Background: an optimization exercise with open tools, aiming at a short achievable clock period and few clock cycles per item. Do not read the settings as production practice.
In this exercise RTL edits were held to simulation tests only and were not proved equivalent to the original.
No activity file was given, so power comes from the tool's default toggle rates.

--- flow/flow/run.sh ---
#!/bin/bash
# Standard layout, with timing repair aimed well below the 10 ns clock and
# free to resize cells across footprints.
set -euo pipefail
MARGIN=$(cat flow/margin.txt)
bash standard.sh SETUP_SLACK_MARGIN=$MARGIN MATCH_CELL_FOOTPRINT=0 finish > standard_flow.log 2>&1
--- flow/flow/margin.txt ---
7.0
--- flow/standard.sh ---
#!/bin/bash
# synth_recipe.tcl (not shown) runs the flow's synth.tcl, then flattens the netlist and writes it again
# the make line also repeats each setting of config.mk as NAME=value (left out here)
make -C /OpenROAD-flow-scripts/flow DESIGN_CONFIG=/design/flow/config.mk WORK_HOME=/design/flow/orfs CLKGATE_MAP_FILE= SYNTH_SCRIPT=/design/flow/synth_recipe.tcl "${@:-finish}"
--- flow/config.mk ---
export PLATFORM = sky130hd
export DESIGN_NAME = cpu_top
export DESIGN_NICKNAME = cpu_top
export VERILOG_FILES = /design/flow/design.v
export SDC_FILE = /design/flow/constraint.sdc
export NUM_CORES = 4
export LEC_CHECK = 0
export CAP_MARGIN = 20
export CELL_PAD_IN_SITES_DETAIL_PLACEMENT = 1
export CELL_PAD_IN_SITES_GLOBAL_PLACEMENT = 1
export CORE_MARGIN = 2
export CORE_UTILIZATION = 25
export PLACE_DENSITY = 0.5
export SLEW_MARGIN = 20
--- flow/constraint.sdc ---
create_clock -name core_clock -period 10.0 [get_ports {clk}]
set_input_delay 2.0000 -clock core_clock [delete_from_list [all_inputs] [get_ports {clk}]]
set_output_delay 2.0000 -clock core_clock [all_outputs]
set_load 0.01 [all_outputs]
--- flow/design.v ---
package cpu_pkg;
	typedef logic [31:0] word_t;
	typedef logic [4:0] reg_idx_t;
	typedef logic [5:0] opcode_t;
	typedef logic [5:0] funct_t;
	typedef logic [9:0] pc_t;
	localparam opcode_t OP_RTYPE = 6'h00;
	localparam opcode_t OP_J = 6'h02;
	localparam opcode_t OP_BEQ = 6'h04;
	localparam opcode_t OP_BNE = 6'h05;
	localparam opcode_t OP_ADDI = 6'h08;
	localparam opcode_t OP_SLTI = 6'h0a;
	localparam opcode_t OP_ANDI = 6'h0c;
	localparam opcode_t OP_ORI = 6'h0d;
	localparam opcode_t OP_LUI = 6'h0f;
	localparam opcode_t OP_LW = 6'h23;
	localparam opcode_t OP_SW = 6'h2b;
	localparam funct_t FN_SLL = 6'h00;
	localparam funct_t FN_SRL = 6'h02;
	localparam funct_t FN_ADD = 6'h20;
	localparam funct_t FN_SUB = 6'h22;
	localparam funct_t FN_AND = 6'h24;
	localparam funct_t FN_OR = 6'h25;
	localparam funct_t FN_NOR = 6'h27;
	localparam funct_t FN_SLT = 6'h2a;
	typedef struct packed {
		logic rd;
		logic wr;
		word_t addr;
		word_t wdata;
	} mem_req_t;
endpackage
`timescale 1ns/1ps
module reg_file (
	input logic CLK,
	input logic rst_n,
	input logic [31:0] rd_sel_a,
	input logic [31:0] rd_sel_b,
	output cpu_pkg::word_t rd_data_a,
	output cpu_pkg::word_t rd_data_b,
	input logic wr_en_m,
	input cpu_pkg::reg_idx_t wr_idx_m,
	input cpu_pkg::word_t wr_data_m,
	input logic wr_en_w,
	input cpu_pkg::reg_idx_t wr_idx_w,
	input cpu_pkg::word_t wr_data_w
);
	localparam int unsigned NUM_REGS = 32;
	cpu_pkg::word_t regs [NUM_REGS];
	logic [NUM_REGS-1:0] written;
	logic [NUM_REGS-1:0] wsel_m;
	logic [NUM_REGS-1:0] wsel_w;
	always_comb begin
		for (int i = 0; i < NUM_REGS; i++) begin
			wsel_m[i] = wr_en_m && wr_idx_m == i[4:0];
			wsel_w[i] = wr_en_w && wr_idx_w == i[4:0];
		end
	end
	always_ff @(posedge CLK or negedge rst_n) begin
		if (!rst_n) begin
			written <= '0;
		end else begin
			written <= written | wsel_m | wsel_w;
		end
	end
	always_ff @(posedge CLK) begin
		for (int i = 0; i < NUM_REGS; i++) begin
			if (wsel_m[i]) begin
				regs[i] <= wr_data_m;
			end else if (wsel_w[i]) begin
				regs[i] <= wr_data_w;
			end
		end
	end
	always_comb begin
		rd_data_a = '0;
		rd_data_b = '0;
		for (int i = 0; i < NUM_REGS; i++) begin
			rd_data_a = rd_data_a | ({32{rd_sel_a[i] && written[i]}} & regs[i]);
			rd_data_b = rd_data_b | ({32{rd_sel_b[i] && written[i]}} & regs[i]);
		end
	end
endmodule
`timescale 1ns/1ps
module alu (
	input cpu_pkg::word_t op_a,
	input cpu_pkg::word_t op_b,
	input logic sub,
	input cpu_pkg::word_t op_s,
	input logic [3:0] sl1,
	input logic [3:0] sl2,
	input logic [1:0] sl3,
	input logic [3:0] sr1,
	input logic [3:0] sr2,
	input logic [1:0] sr3,
	input logic s_arith,
	input logic s_and,
	input logic s_or,
	input logic s_nor,
	input logic s_slt,
	input logic s_passb,
	output cpu_pkg::word_t sum,
	output cpu_pkg::word_t result
);
	logic lt;
	cpu_pkg::word_t l1;
	cpu_pkg::word_t l2;
	cpu_pkg::word_t l3;
	cpu_pkg::word_t r1;
	cpu_pkg::word_t r2;
	cpu_pkg::word_t r3;
	assign sum = op_a + op_b + {31'd0, sub};
	assign lt = (op_a[31] == op_b[31]) ? op_a[31] : sum[31];
	always_comb begin
		for (int i = 0; i < 32; i++) begin
			l1[i] = 1'b0;
			r1[i] = 1'b0;
			for (int k = 0; k < 4; k++) begin
				if (i - k >= 0) l1[i] = l1[i] | (sl1[k] & op_s[i-k]);
				if (i + k < 32) r1[i] = r1[i] | (sr1[k] & op_s[i+k]);
			end
		end
		for (int i = 0; i < 32; i++) begin
			l2[i] = 1'b0;
			r2[i] = 1'b0;
			for (int k = 0; k < 4; k++) begin
				if (i - 4 * k >= 0) l2[i] = l2[i] | (sl2[k] & l1[i-4*k]);
				if (i + 4 * k < 32) r2[i] = r2[i] | (sr2[k] & r1[i+4*k]);
			end
		end
		for (int i = 0; i < 32; i++) begin
			l3[i] = sl3[0] & l2[i];
			r3[i] = sr3[0] & r2[i];
			if (i >= 16) l3[i] = l3[i] | (sl3[1] & l2[i-16]);
			if (i < 16) r3[i] = r3[i] | (sr3[1] & r2[i+16]);
		end
	end
	assign result = ({32{s_arith}} & sum)
		| ({32{s_and}} & (op_a & op_b))
		| ({32{s_or}} & (op_a | op_b))
		| ({32{s_nor}} & ~(op_a | op_b))
		| ({32{s_slt}} & {31'd0, lt})
		| l3
		| r3
		| ({32{s_passb}} & op_b);
endmodule
`timescale 1ns/1ps
module cpu_core #(
	parameter cpu_pkg::word_t RESET_PC = '0
) (
	input logic CLK,
	input logic rst_n,
	output cpu_pkg::mem_req_t mem_req,
	input cpu_pkg::word_t mem_rdata
);
	localparam int IB_DEPTH = 4;
	localparam int BTB_BITS = 3;
	localparam int BTB_N = 1 << BTB_BITS;
	logic mr_rd;
	logic mr_wr;
	logic mr_fetch;
	logic mr_load;
	cpu_pkg::word_t mr_addr;
	cpu_pkg::word_t mr_wdata;
	cpu_pkg::reg_idx_t mr_ldest;
	logic r_fetch;
	cpu_pkg::pc_t r_pc;
	logic r_btb;
	cpu_pkg::pc_t r_npc;
	cpu_pkg::pc_t r_noff;
	logic r_nseq;
	cpu_pkg::pc_t r_pc1;
	logic w_load;
	cpu_pkg::reg_idx_t w_dest;
	cpu_pkg::pc_t fpc;
	logic finc;
	logic [IB_DEPTH-1:0] ib_v;
	cpu_pkg::word_t ib_ins [IB_DEPTH];
	cpu_pkg::pc_t ib_pc [IB_DEPTH];
	logic ib_btb [IB_DEPTH];
	cpu_pkg::pc_t ib_npc [IB_DEPTH];
	cpu_pkg::pc_t ib_noff [IB_DEPTH];
	logic ib_nseq [IB_DEPTH];
	logic [BTB_N-1:0] btb_v;
	logic [9-BTB_BITS:0] btb_tag [BTB_N];
	cpu_pkg::pc_t btb_tgt [BTB_N];
	cpu_pkg::pc_t btb_noff [BTB_N];
	logic btb_nseq [BTB_N];
	logic d_v;
	cpu_pkg::word_t ir;
	logic [31:0] ir_rs_oh;
	logic [31:0] ir_rt_oh;
	logic ir_use_rs;
	logic ir_use_rt;
	cpu_pkg::pc_t d_pc;
	logic d_btb;
	cpu_pkg::pc_t d_npc;
	cpu_pkg::pc_t d_noff;
	logic d_nseq;
	logic e_v;
	logic e_wen;
	logic e_load;
	logic e_store;
	logic e_br;
	logic e_bne;
	logic e_pred;
	cpu_pkg::reg_idx_t e_dest;
	cpu_pkg::pc_t e_alt;
	cpu_pkg::word_t e_a;
	cpu_pkg::word_t e_b;
	cpu_pkg::word_t e_bi;
	logic e_sub;
	cpu_pkg::word_t e_s;
	logic [3:0] e_sl1;
	logic [3:0] e_sl2;
	logic [1:0] e_sl3;
	logic [3:0] e_sr1;
	logic [3:0] e_sr2;
	logic [1:0] e_sr3;
	logic e_s_arith;
	logic e_s_and;
	logic e_s_or;
	logic e_s_nor;
	logic e_s_slt;
	logic e_s_passb;
	logic m_wen;
	cpu_pkg::reg_idx_t m_dest;
	cpu_pkg::word_t m_res;
	logic [5:0] op;
	logic [5:0] fn;
	cpu_pkg::reg_idx_t rs;
	cpu_pkg::reg_idx_t rt;
	cpu_pkg::reg_idx_t rd;
	cpu_pkg::word_t simm;
	cpu_pkg::word_t zimm;
	assign op = ir[31:26];
	assign fn = ir[5:0];
	assign rs = ir[25:21];
	assign rt = ir[20:16];
	assign rd = ir[15:11];
	assign simm = {{16{ir[15]}}, ir[15:0]};
	assign zimm = {16'd0, ir[15:0]};
	logic dc_wen;
	cpu_pkg::reg_idx_t dc_dest;
	logic dc_use_rs;
	logic dc_use_rt;
	logic dc_load;
	logic dc_store;
	logic dc_br;
	logic dc_bne;
	logic dc_j;
	logic dc_use_imm;
	cpu_pkg::word_t dc_imm;
	logic dc_sub;
	logic dc_s_arith;
	logic dc_s_and;
	logic dc_s_or;
	logic dc_s_nor;
	logic dc_s_slt;
	logic dc_s_sll;
	logic dc_s_srl;
	logic dc_s_passb;
	always_comb begin
		dc_wen = 1'b0;
		dc_dest = rt;
		dc_use_rs = 1'b0;
		dc_use_rt = 1'b0;
		dc_load = 1'b0;
		dc_store = 1'b0;
		dc_br = 1'b0;
		dc_bne = 1'b0;
		dc_j = 1'b0;
		dc_use_imm = 1'b1;
		dc_imm = simm;
		dc_sub = 1'b0;
		dc_s_arith = 1'b0;
		dc_s_and = 1'b0;
		dc_s_or = 1'b0;
		dc_s_nor = 1'b0;
		dc_s_slt = 1'b0;
		dc_s_sll = 1'b0;
		dc_s_srl = 1'b0;
		dc_s_passb = 1'b0;
		case (op)
			cpu_pkg::OP_RTYPE: begin
				dc_dest = rd;
				dc_use_imm = 1'b0;
				dc_use_rs = 1'b1;
				dc_use_rt = 1'b1;
				dc_wen = 1'b1;
				case (fn)
					cpu_pkg::FN_ADD: dc_s_arith = 1'b1;
					cpu_pkg::FN_SUB: begin
						dc_s_arith = 1'b1;
						dc_sub = 1'b1;
					end
					cpu_pkg::FN_AND: dc_s_and = 1'b1;
					cpu_pkg::FN_OR: dc_s_or = 1'b1;
					cpu_pkg::FN_NOR: dc_s_nor = 1'b1;
					cpu_pkg::FN_SLT: begin
						dc_s_slt = 1'b1;
						dc_sub = 1'b1;
					end
					cpu_pkg::FN_SLL: begin
						dc_s_sll = 1'b1;
						dc_use_rt = 1'b0;
					end
					cpu_pkg::FN_SRL: begin
						dc_s_srl = 1'b1;
						dc_use_rt = 1'b0;
					end
					default: begin
						dc_wen = 1'b0;
						dc_use_rs = 1'b0;
						dc_use_rt = 1'b0;
					end
				endcase
			end
			cpu_pkg::OP_ADDI: begin
				dc_wen = 1'b1;
				dc_use_rs = 1'b1;
				dc_s_arith = 1'b1;
			end
			cpu_pkg::OP_SLTI: begin
				dc_wen = 1'b1;
				dc_use_rs = 1'b1;
				dc_s_slt = 1'b1;
				dc_sub = 1'b1;
			end
			cpu_pkg::OP_ANDI: begin
				dc_wen = 1'b1;
				dc_use_rs = 1'b1;
				dc_s_and = 1'b1;
				dc_imm = zimm;
			end
			cpu_pkg::OP_ORI: begin
				dc_wen = 1'b1;
				dc_use_rs = 1'b1;
				dc_s_or = 1'b1;
				dc_imm = zimm;
			end
			cpu_pkg::OP_LUI: begin
				dc_wen = 1'b1;
				dc_s_passb = 1'b1;
				dc_imm = {ir[15:0], 16'd0};
			end
			cpu_pkg::OP_LW: begin
				dc_load = 1'b1;
				dc_use_rs = 1'b1;
				dc_s_arith = 1'b1;
			end
			cpu_pkg::OP_SW: begin
				dc_store = 1'b1;
				dc_use_rs = 1'b1;
				dc_use_rt = 1'b1;
				dc_s_arith = 1'b1;
			end
			cpu_pkg::OP_BEQ: begin
				dc_br = 1'b1;
				dc_use_rs = 1'b1;
				dc_use_rt = 1'b1;
			end
			cpu_pkg::OP_BNE: begin
				dc_br = 1'b1;
				dc_bne = 1'b1;
				dc_use_rs = 1'b1;
				dc_use_rt = 1'b1;
			end
			cpu_pkg::OP_J: dc_j = 1'b1;
			default: ;
		endcase
	end
	cpu_pkg::word_t rf_a;
	cpu_pkg::word_t rf_b;
	reg_file u_reg_file (
		.CLK(CLK),
		.rst_n(rst_n),
		.rd_sel_a(ir_rs_oh),
		.rd_sel_b(ir_rt_oh),
		.rd_data_a(rf_a),
		.rd_data_b(rf_b),
		.wr_en_m(m_wen),
		.wr_idx_m(m_dest),
		.wr_data_m(m_res),
		.wr_en_w(w_load),
		.wr_idx_w(w_dest),
		.wr_data_w(mem_rdata)
	);
	logic fe_a;
	logic fe_b;
	logic stall_a;
	logic stall_b;
	logic d_stall;
	logic d_go;
	cpu_pkg::word_t d_a;
	cpu_pkg::word_t d_b;
	logic hz_e_a;
	logic hz_e_b;
	logic hz_m_a;
	logic hz_m_b;
	logic hz_w_a;
	logic hz_w_b;
	logic hz_l_a;
	logic hz_l_b;
	assign fe_a = hz_e_a;
	assign fe_b = hz_e_b;
	assign stall_a = ir_use_rs && hz_l_a;
	assign stall_b = ir_use_rt && hz_l_b;
	assign d_stall = d_v && (stall_a || stall_b);
	always_comb begin
		if (hz_m_a) d_a = m_res;
		else if (hz_w_a) d_a = mem_rdata;
		else d_a = rf_a;
		if (hz_m_b) d_b = m_res;
		else if (hz_w_b) d_b = mem_rdata;
		else d_b = rf_b;
	end
	logic d_pred;
	cpu_pkg::pc_t d_pc1;
	cpu_pkg::pc_t d_btgt;
	cpu_pkg::pc_t d_alt;
	assign d_pred = dc_bne ^ (rs == rt);
	assign d_pc1 = d_pc + 10'd1;
	assign d_btgt = d_pc1 + ir[9:0];
	assign d_alt = d_pred ? d_pc1 : d_btgt;
	cpu_pkg::word_t x_a;
	cpu_pkg::word_t x_b;
	cpu_pkg::word_t x_bi;
	cpu_pkg::word_t x_sum;
	cpu_pkg::word_t x_res;
	logic x_eq;
	logic flush_e;
	logic e_mem;
	assign x_a = e_a;
	assign x_b = e_b;
	assign x_bi = e_bi;
	alu u_alu (
		.op_a(x_a),
		.op_b(x_bi),
		.sub(e_sub),
		.op_s(e_s),
		.sl1(e_sl1),
		.sl2(e_sl2),
		.sl3(e_sl3),
		.sr1(e_sr1),
		.sr2(e_sr2),
		.sr3(e_sr3),
		.s_arith(e_s_arith),
		.s_and(e_s_and),
		.s_or(e_s_or),
		.s_nor(e_s_nor),
		.s_slt(e_s_slt),
		.s_passb(e_s_passb),
		.sum(x_sum),
		.result(x_res)
	);
	assign x_eq = (x_a == x_b);
	assign flush_e = e_br && ((e_bne ^ x_eq) != e_pred);
	assign e_mem = e_load || e_store;
	assign d_go = d_v && !d_stall && !flush_e;
	logic [5:0] r_op;
	logic r_take;
	logic r_redir;
	cpu_pkg::pc_t r_tgt;
	assign r_op = mem_rdata[31:26];
	assign r_take = (r_op == cpu_pkg::OP_BEQ && mem_rdata[25:21] == mem_rdata[20:16])
		|| (r_op == cpu_pkg::OP_BNE && mem_rdata[25:21] != mem_rdata[20:16]);
	assign r_tgt = r_pc1 + mem_rdata[9:0];
	assign r_redir = r_fetch && r_take && !r_btb && !flush_e && !d_fix;
	logic d_take;
	cpu_pkg::pc_t d_tgt;
	cpu_pkg::pc_t d_next;
	logic d_fix;
	assign d_take = dc_j || (dc_br && d_pred);
	assign d_tgt = dc_j ? ir[9:0] : d_btgt;
	assign d_next = d_take ? d_tgt : d_pc1;
	logic d_guess_ok;
	assign d_guess_ok = dc_j ? (ir[9:0] == d_npc)
		: (dc_br && d_pred) ? (ir[9:0] == d_noff)
		: d_nseq;
	assign d_fix = d_go && (d_btb ? !d_guess_ok : dc_j);
	cpu_pkg::pc_t s_addr;
	logic [BTB_BITS-1:0] lk_idx;
	logic lk_hit;
	logic btb_use;
	cpu_pkg::pc_t bl_tgt;
	cpu_pkg::pc_t bl_noff;
	logic bl_nseq;
	assign s_addr = fpc + {9'd0, finc};
	assign lk_idx = s_addr[BTB_BITS-1:0];
	assign lk_hit = btb_v[lk_idx] && (btb_tag[lk_idx] == s_addr[9:BTB_BITS]);
	always_ff @(posedge CLK) begin
		bl_tgt <= btb_tgt[lk_idx];
		bl_noff <= btb_noff[lk_idx];
		bl_nseq <= btb_nseq[lk_idx];
	end
	logic [BTB_BITS-1:0] bw_idx;
	assign bw_idx = d_pc[BTB_BITS-1:0];
	logic bw_en;
	logic bw_v;
	logic [BTB_BITS-1:0] bw_idx_q;
	logic [9-BTB_BITS:0] bw_tag;
	cpu_pkg::pc_t bw_tgt;
	cpu_pkg::pc_t bw_noff;
	logic bw_nseq;
	always_ff @(posedge CLK or negedge rst_n) begin
		if (!rst_n) begin
			bw_en <= 1'b0;
			bw_v <= 1'b0;
			btb_v <= '0;
		end else begin
			bw_en <= d_go && (d_btb ? !d_guess_ok : d_take);
			bw_v <= d_take;
			if (bw_en) btb_v[bw_idx_q] <= bw_v;
		end
	end
	always_ff @(posedge CLK) begin
		bw_idx_q <= bw_idx;
		bw_tag <= d_pc[9:BTB_BITS];
		bw_tgt <= d_tgt;
		bw_noff <= ir[9:0];
		bw_nseq <= dc_j ? ir[9:0] == d_pc1 : ir[9:0] == 10'd0;
		if (bw_en) begin
			btb_tag[bw_idx_q] <= bw_tag;
			btb_tgt[bw_idx_q] <= bw_tgt;
			btb_noff[bw_idx_q] <= bw_noff;
			btb_nseq[bw_idx_q] <= bw_nseq;
		end
	end
	logic flush;
	logic pop;
	logic [IB_DEPTH:0] q_v;
	cpu_pkg::word_t q_ins [IB_DEPTH+1];
	cpu_pkg::pc_t q_pc [IB_DEPTH+1];
	logic q_btb [IB_DEPTH+1];
	cpu_pkg::pc_t q_npc [IB_DEPTH+1];
	cpu_pkg::pc_t q_noff [IB_DEPTH+1];
	logic q_nseq [IB_DEPTH+1];
	logic [IB_DEPTH-1:0] nib_v;
	logic can_fetch;
	logic can_fetch_r;
	assign flush = flush_e || d_fix;
	always_comb begin
		for (int i = 0; i < IB_DEPTH; i++) begin
			q_v[i] = ib_v[i];
			q_ins[i] = ib_ins[i];
			q_pc[i] = ib_pc[i];
			q_btb[i] = ib_btb[i];
			q_npc[i] = ib_npc[i];
			q_noff[i] = ib_noff[i];
			q_nseq[i] = ib_nseq[i];
		end
		q_v[IB_DEPTH] = 1'b0;
		q_ins[IB_DEPTH] = mem_rdata;
		q_pc[IB_DEPTH] = r_pc;
		q_btb[IB_DEPTH] = r_btb;
		q_npc[IB_DEPTH] = r_npc;
		q_noff[IB_DEPTH] = r_noff;
		q_nseq[IB_DEPTH] = r_nseq;
		for (int i = 0; i < IB_DEPTH; i++) begin
			if (!ib_v[i] && (i == 0 || ib_v[i-1])) begin
				q_v[i] = r_fetch;
				q_ins[i] = mem_rdata;
				q_pc[i] = r_pc;
				q_btb[i] = r_btb;
				q_npc[i] = r_npc;
				q_noff[i] = r_noff;
				q_nseq[i] = r_nseq;
			end
		end
		if (ib_v[IB_DEPTH-1]) q_v[IB_DEPTH] = r_fetch;
	end
	assign pop = (!d_v || !d_stall) && q_v[0];
	cpu_pkg::reg_idx_t n_rs;
	cpu_pkg::reg_idx_t n_rt;
	logic n_e_wen;
	logic n_e_load;
	assign n_rs = pop ? q_ins[0][25:21] : rs;
	assign n_rt = pop ? q_ins[0][20:16] : rt;
	assign n_e_wen = d_v && !d_stall && dc_wen && !dc_load;
	assign n_e_load = d_v && !d_stall && dc_load;
	always_ff @(posedge CLK or negedge rst_n) begin
		if (!rst_n) begin
			hz_e_a <= 1'b0;
			hz_e_b <= 1'b0;
			hz_m_a <= 1'b0;
			hz_m_b <= 1'b0;
			hz_w_a <= 1'b0;
			hz_w_b <= 1'b0;
			hz_l_a <= 1'b0;
			hz_l_b <= 1'b0;
		end else begin
			hz_e_a <= n_e_wen && dc_dest == n_rs;
			hz_e_b <= n_e_wen && dc_dest == n_rt;
			hz_m_a <= e_wen && e_dest == n_rs;
			hz_m_b <= e_wen && e_dest == n_rt;
			hz_w_a <= mr_load && mr_ldest == n_rs;
			hz_w_b <= mr_load && mr_ldest == n_rt;
			hz_l_a <= (n_e_load && dc_dest == n_rs) || (e_load && e_dest == n_rs);
			hz_l_b <= (n_e_load && dc_dest == n_rt) || (e_load && e_dest == n_rt);
		end
	end
	logic q_use_rs;
	logic q_use_rt;
	always_comb begin
		q_use_rs = 1'b0;
		q_use_rt = 1'b0;
		case (q_ins[0][31:26])
			cpu_pkg::OP_RTYPE: begin
				case (q_ins[0][5:0])
					cpu_pkg::FN_ADD, cpu_pkg::FN_SUB, cpu_pkg::FN_AND, cpu_pkg::FN_OR,
					cpu_pkg::FN_NOR, cpu_pkg::FN_SLT: begin
						q_use_rs = 1'b1;
						q_use_rt = 1'b1;
					end
					cpu_pkg::FN_SLL, cpu_pkg::FN_SRL: q_use_rs = 1'b1;
					default: ;
				endcase
			end
			cpu_pkg::OP_ADDI, cpu_pkg::OP_SLTI, cpu_pkg::OP_ANDI, cpu_pkg::OP_ORI,
			cpu_pkg::OP_LW: q_use_rs = 1'b1;
			cpu_pkg::OP_SW, cpu_pkg::OP_BEQ, cpu_pkg::OP_BNE: begin
				q_use_rs = 1'b1;
				q_use_rt = 1'b1;
			end
			default: ;
		endcase
	end
	always_comb begin
		for (int i = 0; i < IB_DEPTH; i++) begin
			nib_v[i] = pop ? q_v[i+1] : q_v[i];
		end
	end
	assign can_fetch = !q_v[IB_DEPTH-1] && !(q_v[IB_DEPTH-2] && mr_fetch);
	assign can_fetch_r = !q_v[IB_DEPTH-1];
	always_ff @(posedge CLK or negedge rst_n) begin
		if (!rst_n) begin
			ib_v <= '0;
			d_v <= 1'b0;
		end else if (flush) begin
			ib_v <= '0;
			d_v <= 1'b0;
		end else begin
			ib_v <= nib_v;
			if (!d_v || !d_stall) d_v <= q_v[0];
		end
	end
	always_ff @(posedge CLK) begin
		for (int i = 0; i < IB_DEPTH; i++) begin
			ib_ins[i] <= pop ? q_ins[i+1] : q_ins[i];
			ib_pc[i] <= pop ? q_pc[i+1] : q_pc[i];
			ib_btb[i] <= pop ? q_btb[i+1] : q_btb[i];
			ib_npc[i] <= pop ? q_npc[i+1] : q_npc[i];
			ib_noff[i] <= pop ? q_noff[i+1] : q_noff[i];
			ib_nseq[i] <= pop ? q_nseq[i+1] : q_nseq[i];
		end
		if (pop) begin
			ir <= q_ins[0];
			ir_use_rs <= q_use_rs;
			ir_use_rt <= q_use_rt;
			for (int i = 0; i < 32; i++) begin
				ir_rs_oh[i] <= ib_v[0] ? ib_ins[0][25:21] == 5'(i) : mem_rdata[25:21] == 5'(i);
				ir_rt_oh[i] <= ib_v[0] ? ib_ins[0][20:16] == 5'(i) : mem_rdata[20:16] == 5'(i);
			end
			d_pc <= q_pc[0];
			d_btb <= q_btb[0];
			d_npc <= q_npc[0];
			d_noff <= q_noff[0];
			d_nseq <= q_nseq[0];
		end
	end
	always_ff @(posedge CLK or negedge rst_n) begin
		if (!rst_n) begin
			e_v <= 1'b0;
			e_wen <= 1'b0;
			e_load <= 1'b0;
			e_store <= 1'b0;
			e_br <= 1'b0;
			e_bne <= 1'b0;
			e_pred <= 1'b0;
			e_dest <= '0;
			e_alt <= '0;
			e_sub <= 1'b0;
			e_sl1 <= '0;
			e_sl2 <= '0;
			e_sl3 <= '0;
			e_sr1 <= '0;
			e_sr2 <= '0;
			e_sr3 <= '0;
			e_s_arith <= 1'b0;
			e_s_and <= 1'b0;
			e_s_or <= 1'b0;
			e_s_nor <= 1'b0;
			e_s_slt <= 1'b0;
			e_s_passb <= 1'b0;
		end else begin
			e_v <= d_go;
			e_wen <= d_go && dc_wen && !dc_load;
			e_load <= d_go && dc_load;
			e_store <= d_go && dc_store;
			e_br <= d_go && dc_br;
			e_bne <= dc_bne;
			e_pred <= d_pred;
			e_dest <= dc_dest;
			e_alt <= d_alt;
			e_sub <= dc_sub;
			for (int k = 0; k < 4; k++) begin
				e_sl1[k] <= dc_s_sll && ir[7:6] == 2'(k);
				e_sl2[k] <= dc_s_sll && ir[9:8] == 2'(k);
				e_sr1[k] <= dc_s_srl && ir[7:6] == 2'(k);
				e_sr2[k] <= dc_s_srl && ir[9:8] == 2'(k);
			end
			e_sl3 <= {dc_s_sll && ir[10], dc_s_sll && !ir[10]};
			e_sr3 <= {dc_s_srl && ir[10], dc_s_srl && !ir[10]};
			e_s_arith <= dc_s_arith;
			e_s_and <= dc_s_and;
			e_s_or <= dc_s_or;
			e_s_nor <= dc_s_nor;
			e_s_slt <= dc_s_slt;
			e_s_passb <= dc_s_passb;
		end
	end
	always_ff @(posedge CLK) begin
		e_a <= fe_a ? x_res : d_a;
		e_s <= (dc_s_sll || dc_s_srl) ? (fe_a ? x_res : d_a) : '0;
		e_b <= fe_b ? x_res : d_b;
		if (dc_use_imm) e_bi <= dc_imm ^ {32{dc_sub}};
		else e_bi <= (fe_b ? x_res : d_b) ^ {32{dc_sub}};
	end
	always_ff @(posedge CLK or negedge rst_n) begin
		if (!rst_n) begin
			m_wen <= 1'b0;
			m_dest <= '0;
		end else begin
			m_wen <= e_wen;
			m_dest <= e_dest;
		end
	end
	always_ff @(posedge CLK) begin
		m_res <= x_res;
	end
	logic b_rd;
	logic b_wr;
	logic b_fetch;
	logic b_load;
	cpu_pkg::word_t b_addr;
	cpu_pkg::pc_t b_fpc;
	logic b_finc;
	cpu_pkg::pc_t f_addr;
	logic sel_r;
	logic b_seq;
	assign f_addr = btb_use ? bl_tgt : s_addr;
	always_comb begin
		b_rd = 1'b0;
		b_wr = 1'b0;
		b_fetch = 1'b0;
		b_load = 1'b0;
		b_addr = {22'd0, f_addr};
		b_fpc = f_addr;
		b_finc = 1'b0;
		b_seq = 1'b0;
		if (e_mem) begin
			b_rd = e_load;
			b_wr = e_store;
			b_load = e_load;
			b_addr = x_sum;
			if (d_fix) b_fpc = d_next;
		end else if (flush_e) begin
			b_rd = 1'b1;
			b_fetch = 1'b1;
			b_addr = {22'd0, e_alt};
			b_fpc = e_alt;
			b_finc = 1'b1;
		end else if (d_fix) begin
			b_rd = 1'b1;
			b_fetch = 1'b1;
			b_addr = {22'd0, d_next};
			b_fpc = d_next;
			b_finc = 1'b1;
		end else if (can_fetch) begin
			b_rd = 1'b1;
			b_fetch = 1'b1;
			b_seq = !btb_use;
			b_finc = 1'b1;
		end
	end
	assign sel_r = r_redir && !e_mem;
	always_ff @(posedge CLK or negedge rst_n) begin
		if (!rst_n) begin
			mr_rd <= 1'b0;
			mr_wr <= 1'b0;
			mr_fetch <= 1'b0;
			mr_load <= 1'b0;
			mr_ldest <= '0;
			fpc <= RESET_PC[9:0];
			btb_use <= 1'b0;
			finc <= 1'b0;
			r_fetch <= 1'b0;
			r_btb <= 1'b0;
			r_npc <= '0;
			r_noff <= '0;
			r_nseq <= 1'b0;
			r_pc <= '0;
			r_pc1 <= '0;
			w_load <= 1'b0;
			w_dest <= '0;
		end else begin
			r_fetch <= mr_fetch && !flush && !r_redir;
			r_btb <= btb_use;
			r_npc <= bl_tgt;
			r_noff <= bl_noff;
			r_nseq <= bl_nseq;
			r_pc <= fpc;
			r_pc1 <= fpc + 10'd1;
			w_load <= mr_load;
			w_dest <= mr_ldest;
			mr_ldest <= e_dest;
			mr_wr <= b_wr;
			mr_load <= b_load;
			mr_rd <= sel_r ? can_fetch_r : b_rd;
			mr_fetch <= sel_r ? can_fetch_r : b_fetch;
			fpc <= r_redir ? r_tgt : b_fpc;
			btb_use <= lk_hit && b_seq && !r_redir;
			finc <= r_redir ? sel_r && can_fetch_r : b_finc;
		end
	end
	always_ff @(posedge CLK) begin
		mr_addr[31:10] <= b_addr[31:10];
		mr_addr[9:0] <= sel_r ? r_tgt : b_addr[9:0];
		mr_wdata <= x_b;
	end
	always_comb begin
		mem_req.rd = mr_rd;
		mem_req.wr = mr_wr;
		mem_req.addr = mr_addr;
		mem_req.wdata = mr_wdata;
	end
endmodule
`timescale 1ns/1ps
module cpu_top (
	input logic clk,
	input logic rst_n,
	output logic mem_rd,
	output logic mem_wr,
	output logic [31:0] mem_addr,
	output logic [31:0] mem_wdata,
	input logic [31:0] mem_rdata
);
	cpu_pkg::mem_req_t mem_req;
	cpu_core #(
		.RESET_PC(32'd0)
	) u_cpu_core (
		.CLK(clk),
		.rst_n(rst_n),
		.mem_req(mem_req),
		.mem_rdata(mem_rdata)
	);
	assign mem_rd = mem_req.rd;
	assign mem_wr = mem_req.wr;
	assign mem_addr = mem_req.addr;
	assign mem_wdata = mem_req.wdata;
endmodule
==> results.toml, run 1 <==
[die]
die_x_um = 642
die_y_um = 642
rows = 234
start_util_pct = 25.1
core_area_sq_mm = 0.406
num_io_pins = 100
die-area_sq_mm = 0.412

[power]
power_leakage_nw = 44.8
pwr-share-comb_pct = 39.2
ir_drop_v = 0.000185
pwr_density_cell_mw_per_mm2 = 278
power_frac_seq_pct = 35.0
p_sw_mw = 14.3
p_total_mw = 35.6
p_sw_share_pct = 40.2
clkPwrFrac_pct = 25.8
intPower_mw = 21.3

[sta]
hold_viol_final = 0
min_period_ns = 3.52
tightestPinTransition_ns = 1.31
slew_violations = 0
setup_violations = 0
slew-limit-headroom_pct = 12.8
rsz0062_at_grt = "yes"
post-route-period-util_pct = 35.2
tns_ns = 0
final.setup_skew_ns = 0.143
fmax_mhz = 284

[status]
outcome = "no timing/DRC/antenna violations"

[setup_path]
ff2ff_setup_slack_ns = 6.59
r2r_end = "u_cpu_core.e_bi[20]$_DFF_P_"
path_cells = "buf_6"
cp_num_buf_inv = 1
crit_type = "reg -> out"
r2r-start = "u_cpu_core.e_a[0]$_DFF_P_"
reg2reg_depth = 13
crit_family = "flip-flops"
crit_fanout = 1
endpoint = "mem_wdata[6]"
end_kind = "output pin"
required_ns = 8.00
path_depth = 1
critPathSlowestCell = "dfxtp_4"
start_kind = "flop"
startpoint = "u_cpu_core.mr_wdata[6]$_DFF_P_"
max_stage_delay_ns = 0.43
arrival_ns = 1.52

[cells_and_area]
syn_to_final_growth_pct = 25.9
nets = 9520
final_cell_mix = "edfxtp_1 (1,378), nand2_1 (940), a22oi_1 (689)"
nFillCells = 43900
layout_commonest_cell = "edfxtp_1"
drive_above_1_share_pct = 29.8

[global_routing]
grt_pass1_wl_um = 841000
grt_max_degree = 142
gr-total-overflow = 0
antenna_found_initial = 64
grt_pass1_vias = 89900
globalRouteTotalUtil_pct = 30.2

[synth]
synth_nets = 9353
netlist_area_sq_mm = 0.102
synth_warnings = 17
ys_async_sr_fraction_pct = 8.35
synth_edf_count = 1378
postSynthCellCount = 9226
synth_cell_types = 89
yosysSeqAreaShare_pct = 55.5
syn_area_per_cell_sq_um = 11.0
netlist_top_cells_area = "edfxtp_1 (41%), dfxtp_1 (10%), mux2_2 (7.7%)"
ys_seq_elements = 2084
synth_ff_type = "edfxtp_1"
synth_top_area_share_pct = 40.7
synth_largest_area_cell = "edfxtp_1"

[clocking]
cts_inserted_buffers = 241
holdBufCountCts = 0
cts_buffer_depth = 4
clock-root-buffer = "clkbuf_16"
cts.sinks = 2084
htree_levels = 4
clk_pin_slew_worst_paths_ns = 0.06
cts_tree = "built"
clk_latency_ns = 1.04

[hold_path]
min-delay-path-class = "reg -> reg"

[drt]
via_count = 94200
wire_per_inst_um = 42.7
totalWireLength_um = 645000
drt_pass1_iterations = 10
drc_errors = 0
antenna_left = 0
vias_per_cell = 6.25
drt_first_iter_violations = 17800

[place]
gp_congestion = 0.966
io_buffers = 99
hpwl_um = 375000

[job]
cap_viol_max_count = 0
## timing repair
item	4_1_cts	5_1_grt
setup endpoints to repair	2434	417
buffers inserted	273	95
gates cloned	44	4
pin swaps	193	160
gates resized for setup	1462	368
## layout make-up
type,instances,area (sq um),area share (%)
antenna,54,135,0.106
clock buffer,346,7010,5.47
clock inverter,109,995,0.777
inverter,174,773,0.604
multi-input combinational,6020,45900,35.8
sequential,2084,56600,44.2
tap,5428,6790,5.31
timing repair buffer,861,9770,7.64
timing repair inverter,11,58.8,0.0460
## power by group through the flow
stage | Clock, mW | Sequential (mW) | Combinational (mW)
2_1_floorplan | 0 | 11.6 | 6.09
5_1_grt | 9.53 | 12.6 | 14.3
4_1_cts | 9.23 | 12.4 | 12.7
3_5_place_dp | 0 | 12.6 | 10.6
3_3_place_gp | 0 | 12.5 | 10.4
6_report | 9.17 | 12.5 | 13.9
## per-stage QoR
stage	hold WS, ns	instance area, sq um	cells	utilization (%)	setup slack [ns]
floorplan	0.316	102000	9226	-	6.22
detailed placement	0.320	110000	14200	27.1	4.39
global route	0.302	128000	15000	31.5	6.45
global placement	0.322	110000	14200	27.0	4.31
CTS	0.304	125000	14900	30.9	6.42
finish	0.310	128000	15100	31.6	6.48
## kinds of logic (layout without fill, tap and decap cells)
logic type,Yosys count,in the layout,synth area share [%]
fa+ha+maj,93,93,1.17
simple gates,2323,2328,10.2
xor+xnor,199,199,1.72
flops,2084,2084,55.5
buf+inv,1127,1501,4.21
mux,827,827,9.71
compound gates,2573,2573,17.5
other cells,0,54,0
## worst min path at each step
stage | start | end | slack [ns] | cells after the start
finish | u_cpu_core.e_b[18]$_DFF_P_ | u_cpu_core.mr_wdata[18]$_DFF_P_ | 0.31 | 0
global route | u_cpu_core.e_b[18]$_DFF_P_ | u_cpu_core.mr_wdata[18]$_DFF_P_ | 0.30 | 0
CTS | u_cpu_core.e_b[18]$_DFF_P_ | u_cpu_core.mr_wdata[18]$_DFF_P_ | 0.30 | 0
detailed placement | u_cpu_core.bl_noff[1]$_DFF_P_ | u_cpu_core.r_noff[1]$_DFF_PN0_ | 0.32 | 0
global placement | u_cpu_core.bl_nseq$_DFF_P_ | u_cpu_core.r_nseq$_DFF_PN0_ | 0.32 | 0
floorplan | u_cpu_core.bl_noff[0]$_DFF_P_ | u_cpu_core.r_noff[0]$_DFF_PN0_ | 0.32 | 0
## worst register-to-register path: cells and delay by family (launching register included)
| kind | cells | cell delay (ns) |
|---|---|---|
| AO/OA/AOI/OAI | 6 | 1.55 |
| adder cells (fa/ha/maj) | 2 | 0.61 |
| flip-flops | 1 | 0.37 |
| multiplexers | 1 | 0.29 |
| buffers and inverters | 2 | 0.20 |
| AND/OR/NAND/NOR | 1 | 0.16 |
| XOR/XNOR | 1 | 0.13 |
## cell usage after synthesis, types with 21 or more instances
| cell | instances |
|---|---|
| edfxtp_1 | 1378 |
| nand2_1 | 982 |
| clkbuf_1 | 810 |
| a22oi_1 | 696 |
| mux2_2 | 692 |
| o21ai_0 | 622 |
| nor2_1 | 574 |
| dfxtp_1 | 532 |
| a221oi_1 | 241 |
| a22o_1 | 240 |
| a21oi_1 | 233 |
| nand3_1 | 190 |
| dfrtp_1 | 174 |
| inv_1 | 170 |
| o22ai_1 | 144 |
| nand4_1 | 141 |
| buf_1 | 122 |
| xnor2_1 | 113 |
| and2_1 | 90 |
| ha_1 | 89 |
| nor3_1 | 89 |
| xor2_1 | 85 |
| a31oi_1 | 79 |
| mux2i_1 | 77 |
| mux4_2 | 58 |
| a222oi_1 | 57 |
| nor4_1 | 57 |
| a211oi_1 | 46 |
| or2_2 | 42 |
| a21o_1 | 38 |
| and3_1 | 37 |
| nand2b_1 | 34 |
| a221o_1 | 22 |
| nor2b_1 | 22 |
| and2_0 | 21 |
## metal layers
metal | part of all wire (%) | vias to the layer above | GRT usage, %
li1 | - | 35200 | -
met1 | 38 | 48600 | 38.2
met2 | 41 | 8112 | 42.6
met3 | 13 | 2280 | 10.0
met4 | 8.6 | 22 | 21.9
met5 | 0.025 | - | 0
## state kept, by name, indices dropped and copies added (netlist names), 40 cells and up
signal and flops:
u_cpu_core.ib_npc 40, u_cpu_core.btb_noff 80, u_cpu_core.ib_pc 40, u_cpu_core.ib_noff 40, u_cpu_core.btb_tgt 80, u_cpu_core.ib_ins 128
u_cpu_core.btb_tag 56, u_cpu_core.u_reg_file.regs 1024
Testbench counts, summed over its fixed seeds: cycles 22,486, instrs 16,221.
==> inputs of run 2 (changes only) <==
--- a/flow/design.v
+++ b/flow/design.v
@@ -789,4 +789,2 @@
 		if (!rst_n) begin
-			mr_rd <= 1'b0;
-			mr_wr <= 1'b0;
 			mr_fetch <= 1'b0;
@@ -817,5 +815,3 @@
 			mr_ldest <= e_dest;
-			mr_wr <= b_wr;
 			mr_load <= b_load;
-			mr_rd <= sel_r ? can_fetch_r : b_rd;
 			mr_fetch <= sel_r ? can_fetch_r : b_fetch;
@@ -827,2 +823,4 @@
 	always_ff @(posedge CLK) begin
+		mr_rd <= sel_r ? can_fetch_r : b_rd;
+		mr_wr <= b_wr;
 		mr_addr[31:10] <= b_addr[31:10];
==> flow/flow/margin.txt (replaced) <==
7.5
==> run 2 against run 1 <==
Net effect: critical endpoint is now u_cpu_core.e_bi[15]$_DFF_P_; sequential share of layout area decreased by 2.1 points; total power increased by 19%; global-route usage increased by 1.1 points.
==> results.toml, run 2 <==
[cells_and_area]
top_regs = "u_cpu_core.u_reg_file.regs x1024, u_cpu_core.ib_ins x128"
final_cell_mix = "edfxtp_1 (1,378), nand2_1 (993), a22oi_1 (600)"
fin_cells = 15400
nets = 9847
layout_commonest_cell = "edfxtp_1"
largest_register = "u_cpu_core.u_reg_file.regs"
multi_input_area_sq_mm = 0.0480
nFillCells = 43200
regArea_sq_mm = 0.0566
drive_above_1_share_pct = 31.9
largest_reg_flops = 1024
syn_to_final_growth_pct = 32.8

[place]
gp_congestion = 0.959
io_buffers = 99
dpl.cell_count = 14200
hpwl_um = 375000

[drt]
drt_pass1_iterations = 13
wire_per_inst_um = 43.6
drt_first_iter_violations = 18900
antenna_left = 0
totalWireLength_um = 671000
vias_per_cell = 6.29
via_count = 96800
drc_errors = 0

[die]
die_x_um = 641
start_util_pct = 25.1
num_io_pins = 100
die_y_um = 641
die-area_sq_mm = 0.410
rows = 233
core_area_sq_mm = 0.403

[job]
cap_viol_max_count = 0

[sta]
tightestPinTransition_ns = 1.42
slew_violations = 0
post-route-period-util_pct = 35.4
final.setup_skew_ns = 0.109
min_period_ns = 3.54
fmax_mhz = 282
slew-limit-headroom_pct = 5.18
fin_hold_ws_ns = 0.328
rsz0062_at_grt = "yes"
tns_ns = 0
hold_viol_final = 0
setup_violations = 0

[setup_path]
crit_type = "reg -> reg"
r2r_end = "u_cpu_core.e_bi[15]$_DFF_P_"
crit_fanout = 4
ff2ff_setup_slack_ns = 6.46
max_stage_delay_ns = 0.40
r2r-start = "u_cpu_core.e_bi[0]$_DFF_P_"
reg2reg_depth = 17
path_cells = "fa_2, buf_6, buf_6, buf_6, a211oi_4, o21ai_4, and4_4, buf_6, buf_6, o31a_1, o31ai_2, buf_6, nor2_4, a31oi_4, buf_12, a21oi_4, xnor2_2"
start_kind = "flop"
required_ns = 10.80
end_kind = "flop"
cp_common_cell = "buf_6"
critPathSlowestCell = "fa_2"
arrival_ns = 4.34

[synth]
synthTopCellsByCount = "edfxtp_1 (1,378), nand2_1 (1,068), clkbuf_1 (839)"
synth_largest_area_cell = "edfxtp_1"
synth_cell_types = 87
synth_warnings = 17
synth_edf_count = 1378
yosysSeqAreaShare_pct = 55.7
netlist_top_cells_area = "edfxtp_1 (41%), dfxtp_1 (11%), mux2_2 (6.4%)"
synth_ff_type = "edfxtp_1"
syn_area_per_cell_sq_um = 10.9
ys_async_sr_fraction_pct = 8.25
synth_nets = 9416
postSynthCellCount = 9289
synth_top_area_share_pct = 40.9
synth.most_common_cell = "edfxtp_1"
netlist_area_sq_mm = 0.101
ys_seq_elements = 2084

[power]
clkPwrFrac_pct = 21.4
power_frac_seq_pct = 30.5
p_sw_share_pct = 43.0
p_sw_mw = 18.3
pwr_density_cell_mw_per_mm2 = 316
intPower_mw = 24.2
ir_drop_v = 0.000185
pwr-share-comb_pct = 48.2
power_leakage_nw = 48.2

[hold_path]
hp-start = "u_cpu_core.bl_noff[1]$_DFF_P_"
min-delay-path-class = "reg -> reg"
min_to = "u_cpu_core.r_noff[1]$_DFF_PN0_"
hold-path-cell-count = 0

[clocking]
cts_tree = "built"
clock-root-buffer = "clkbuf_16"
htree_levels = 4
cts_buffer_depth = 4
clk_latency_ns = 0.99
clk_pin_slew_worst_paths_ns = 0.06
cts_inserted_buffers = 240
cts.sinks = 2084

[global_routing]
grt_pass1_wl_um = 866000
grt_pass1_vias = 92100
globalRouteTotalUtil_pct = 31.2
antenna_found_initial = 72
gr-total-overflow = 0
grt_max_degree = 89

[status]
outcome = "no timing/DRC/antenna violations"
==> run 2: changes by cell type in the layout (fill, tap and decap cells not counted), moves of 61 or more <==
| cell | delta |
|---|---|
| buf_12 | +101 |
| mux2_2 | -386 |
| a22oi_1 | -89 |
| buf_4 | +61 |
| o21ai_1 | +305 |
| o21ai_0 | -203 |
| mux2_4 | +272 |
==> run 2: cell families after synthesis <==
| kind of cell | count (synthesis) | share of synthesized area [%] |
|---|---|---|
| AND/OR/NAND/NOR | 2361 | 10.3 |
| XOR/XNOR | 196 | 1.69 |
| multiplexers | 704 | 8.39 |
| buffers and inverters | 1134 | 4.22 |
| flip-flops | 2084 | 55.7 |
| adder cells (fa/ha/maj) | 93 | 1.18 |
| AO/OA/AOI/OAI | 2717 | 18.5 |
==> run 2: per-stage QoR <==
step                total power [mW]  instance area (sq um)  util (%)  worst slack [ns]
finish                          42.5                 134000      33.4              6.46
global route                    43.4                 134000      33.3              6.40
CTS                             40.6                 131000      32.6              6.46
detailed placement              27.6                 111000      27.6              4.12
global placement                27.4                 111000      27.6              4.05
floorplan                       20.5                 105000         -              6.31
==> run 2: final cells by class <==
cell class | count | area share, %
antenna | 67 | 0.125
clock buffer | 367 | 5.18
clock inverter | 88 | 0.651
inverter | 179 | 0.819
multi-input combinational | 6084 | 35.7
sequential | 2084 | 42.1
tap | 5405 | 5.03
timing repair buffer | 1126 | 10.4
timing repair inverter | 5 | 0.0307
==> run 2: critical path: cells and delay by family (launching register included) <==
| family | cells | cell delay (ns) |
|---|---|---|
| compound gates | 6 | 1.26 |
| xor+xnor | 1 | 0.14 |
| fa+ha+maj | 1 | 0.40 |
| buf+inv | 7 | 0.92 |
| flops | 1 | 0.35 |
| simple gates | 2 | 0.26 |
==> run 2: worst max-delay path by stage <==
stage	startpoint	endpoint	cells after the start
2_1_floorplan	mem_rdata[1]	u_cpu_core.fpc[9]$_DFF_PN0_	9
3_3_place_gp	mem_rdata[1]	u_cpu_core.fpc[8]$_DFF_PN0_	12
3_5_place_dp	mem_rdata[1]	u_cpu_core.fpc[8]$_DFF_PN0_	12
4_1_cts	u_cpu_core.mr_wdata[16]$_DFF_P_	mem_wdata[16]	1
5_1_grt	u_cpu_core.e_bi[0]$_DFF_P_	u_cpu_core.e_bi[16]$_DFF_P_	16
6_report	u_cpu_core.e_bi[0]$_DFF_P_	u_cpu_core.e_bi[15]$_DFF_P_	17
==> run 2: repair_timing <==
item	4_1_cts	5_1_grt
gates resized for setup	1916	369
buffers inserted	498	136
gates cloned	64	12
pin swaps	316	209
endpoints found under the hold margin	0	0
hold buffers	0	0
setup endpoints to repair	2902	919
==> run 2: power by group through the flow <==
stage | logic, mW | clock network (mW) | registers [mW]
2_1_floorplan | 8.47 | 0 | 12.1
3_3_place_gp | 14.4 | 0 | 13.0
3_5_place_dp | 14.5 | 0 | 13.1
4_1_cts | 18.7 | 9.11 | 12.9
5_1_grt | 20.9 | 9.40 | 13.1
6_report | 20.5 | 9.07 | 13.0
==> run 2: metal layers <==
metal | track usage [%] | share of wire (%) | up-vias
met5 | 0.0827 | 0.080 | -
met4 | 21.0 | 8.5 | 36
met3 | 11.4 | 14 | 2422
met2 | 43.1 | 39 | 8599
met1 | 40.4 | 38 | 49700
li1 | - | - | 36100
Testbench counts of run 2, summed over its fixed seeds: cycles 22,486, instrs 16,221.
==> inputs of run 3 (changes only) <==
==> flow/flow/margin.txt (replaced) <==
7.0
==> run 3 against run 2 <==
Net effect: global-route usage shrank 0.73 points; maximum frequency grew 0.17%; flip-flop and latch count is the same; synthesized area is the same; clock skew shrank 0.014 ns; clock power is essentially flat; sequential power is essentially flat; critical path type is now reg -> out; largest cell class unchanged.
==> results.toml, run 3 <==
[cells_and_area]
top_regs = "u_cpu_core.u_reg_file.regs x1024, u_cpu_core.ib_ins x128"
nets = 9512
stdcell_area_sq_mm = 0.126
syn_to_final_growth_pct = 24.2
largest_register = "u_cpu_core.u_reg_file.regs"
drive_above_1_share_pct = 27.0
layout_commonest_cell = "edfxtp_1"
final_cell_mix = "edfxtp_1 (1,378), nand2_1 (1,029), o21ai_0 (669)"
largest_reg_flops = 1024

[drt]
totalWireLength_um = 652000
drc_errors = 0
vias_per_cell = 6.34
drt_pass1_iterations = 9
via_count = 95400
drt_first_iter_violations = 18400
antenna_left = 0
wire_per_inst_um = 43.3

[power]
p_sw_share_pct = 43.3
p_sw_mw = 17.5
power_leakage_nw = 43.6
pwr-share-comb_pct = 44.9
ir_drop_v = 0.000265
pwr_density_cell_mw_per_mm2 = 321
power_frac_seq_pct = 32.6
intPower_mw = 22.9
clkPwrFrac_pct = 22.5

[die]
rows = 233
die_x_um = 641
start_util_pct = 25.1
die-area_sq_mm = 0.410
core_area_sq_mm = 0.403
die_y_um = 641
num_io_pins = 100

[hold_path]
hold-path-cell-count = 0
min_to = "u_cpu_core.r_noff[5]$_DFF_PN0_"
hp-start = "u_cpu_core.bl_noff[5]$_DFF_P_"
min-delay-path-class = "reg -> reg"

[sta]
tightestPinTransition_ns = 1.40
post-route-period-util_pct = 35.4
fmax_mhz = 283
min_period_ns = 3.54
slew-limit-headroom_pct = 6.23
hold_viol_final = 0
rsz0062_at_grt = "yes"
slew_violations = 0
fin_hold_ws_ns = 0.325
setup_violations = 0
fin_ws_ns = 6.46
final.setup_skew_ns = 0.0955
tns_ns = 0

[setup_path]
cp_num_buf_inv = 1
r2r-start = "u_cpu_core.e_sub$_DFF_PN0_"
max_stage_delay_ns = 0.43
start_kind = "flop"
end_kind = "output pin"
crit_fanout = 1
crit_type = "reg -> out"
path_cells = "buf_6"
critPathSlowestCell = "dfxtp_4"
arrival_ns = 1.54
crit_family = "flip-flops"
r2r_end = "u_cpu_core.e_s[16]$_SDFF_PN0_"
ff2ff_setup_slack_ns = 6.51
required_ns = 8.00
reg2reg_depth = 16

[global_routing]
grt_max_degree = 98
gr-total-overflow = 0
grt_pass1_vias = 90300
antenna_found_initial = 78
grt_pass1_wl_um = 846000
globalRouteTotalUtil_pct = 30.5

[synth]
synthTopCellsByCount = "edfxtp_1 (1,378), nand2_1 (1,068), clkbuf_1 (839)"
netlist_top_cells_area = "edfxtp_1 (41%), dfxtp_1 (11%), mux2_2 (6.4%)"
synth_largest_area_cell = "edfxtp_1"
ys_seq_elements = 2084
ys_async_sr_fraction_pct = 8.25
synth_edf_count = 1378
synth_warnings = 17
syn_area_per_cell_sq_um = 10.9
yosysSeqAreaShare_pct = 55.7
synth.most_common_cell = "edfxtp_1"
synth_cell_types = 87
postSynthCellCount = 9289
synth_top_area_share_pct = 40.9
synth_ff_type = "edfxtp_1"
netlist_area_sq_mm = 0.101
synth_nets = 9416

[status]
outcome = "no timing/DRC/antenna violations"

[place]
placed_cell_area_sq_mm = 0.110
hpwl_um = 386000
dp_slack_ns = 4.23
io_buffers = 99
gp_congestion = 0.959

[clocking]
cts_inserted_buffers = 234
clk_pin_slew_worst_paths_ns = 0.07
clock-root-buffer = "clkbuf_16"
cts.sinks = 2084
htree_levels = 4
cts_tree = "built"
holdBufCountCts = 0
cts_buffer_depth = 4
clk_latency_ns = 0.99

[job]
cap_viol_max_count = 0
==> run 3: metal layers <==
| layer | vias up | GRT usage [%] | wire [um] |
|---|---|---|---|
| li1 | 35400 | - | - |
| met1 | 49200 | 40.7 | 254000 |
| met2 | 8597 | 41.5 | 256000 |
| met3 | 2216 | 11.4 | 93200 |
| met4 | 65 | 18.2 | 47800 |
| met5 | - | 0.0709 | 679 |
==> run 3: worst max path at each step <==
stage	cells after the start	to	start
2_1_floorplan	9	u_cpu_core.fpc[9]$_DFF_PN0_	mem_rdata[1]
3_3_place_gp	7	u_cpu_core.e_s[18]$_SDFF_PN0_	mem_rdata[18]
3_5_place_dp	11	u_cpu_core.fpc[6]$_DFF_PN0_	mem_rdata[1]
4_1_cts	1	mem_addr[27]	u_cpu_core.mr_addr[27]$_SDFF_PP0_
5_1_grt	1	mem_addr[27]	u_cpu_core.mr_addr[27]$_SDFF_PP0_
6_report	1	mem_addr[27]	u_cpu_core.mr_addr[27]$_SDFF_PP0_
==> run 3: repair_timing <==
item                        CTS  global route
gates cloned                 26             6
resized for setup          1287           312
pin swaps                   169           129
setup endpoints to repair  2096           726
setup buffers               243            74
==> run 3: logic make-up (layout without fill, tap and decap cells) <==
kind of cell / count (synthesis) / after routing / share of synthesized area [%]
simple gates: 2361 / 2368 / 10.3
fa+ha+maj: 93 / 93 / 1.18
mux: 704 / 704 / 8.39
buf+inv: 1134 / 1425 / 4.22
flops: 2084 / 2084 / 55.7
other cells: 0 / 52 / 0
compound gates: 2717 / 2719 / 18.5
xor+xnor: 196 / 196 / 1.69
==> run 3: layout make-up <==
type | instances | area (sq um)
timing repair inverter | 14 | 76.3
timing repair buffer | 792 | 8630
sequential | 2084 | 56600
multi-input combinational | 6080 | 45100
fill | 43800 | 277000
inverter | 179 | 769
clock inverter | 116 | 1190
tap | 5405 | 6760
clock buffer | 324 | 6600
antenna | 52 | 130
==> run 3: power groups by stage <==
| stage | combinational [mW] | sequential (mW) | clock, mW |
|---|---|---|---|
| after CTS | 16.6 | 13.1 | 9.14 |
| final | 18.1 | 13.1 | 9.08 |
| after detailed placement | 14.0 | 13.3 | 0 |
| after floorplan | 7.97 | 12.1 | 0 |
| after global routing | 18.6 | 13.3 | 9.44 |
| after global placement | 13.8 | 13.2 | 0 |
==> run 3: stage by stage <==
stage | power, mW | cells | utilization, %
3_5_place_dp | 27.3 | 14200 | 27.2
2_1_floorplan | 20.1 | 9289 | -
4_1_cts | 38.8 | 14900 | 30.7
6_report | 40.3 | 15000 | 31.2
3_3_place_gp | 27.0 | 14200 | 27.2
5_1_grt | 41.3 | 15000 | 31.2

[separate check: timing with driven ports]
The flow's constraints put no driver on any port. The routed layouts listed below were extracted and timed again, unchanged, in two steps.
Step 1 (the two cells are an assumption about what drives the block):
set clk [get_ports {clk}]
set_driving_cell -lib_cell sky130_fd_sc_hd__clkbuf_16 $clk
set_driving_cell -lib_cell sky130_fd_sc_hd__buf_2 [delete_from_list [all_inputs] $clk]
Step 2 also shifts input and output timing later by t, the mid clock arrival at the registers, as if the neighbouring blocks saw the same clock.
a / b / c = ideal / step 1 / step 2; a / b = the first two.
run	shift t [ns]	setup slack, ns	worst hold slack (ns)
run 1	1.060	6.477 / 6.380 / 5.696	0.310 / 0.310 / 0.310
run 2	1.036	6.458 / 6.387 / 5.673	0.328 / 0.328 / 0.328
run 3	1.045	6.464 / 6.367 / 5.483	0.325 / 0.325 / 0.325
After both steps setup and hold are still met in every run listed. For run 3, which loses most, drivers alone change the setup slack by -0.097 ns; drivers and shift together by -0.981 ns.
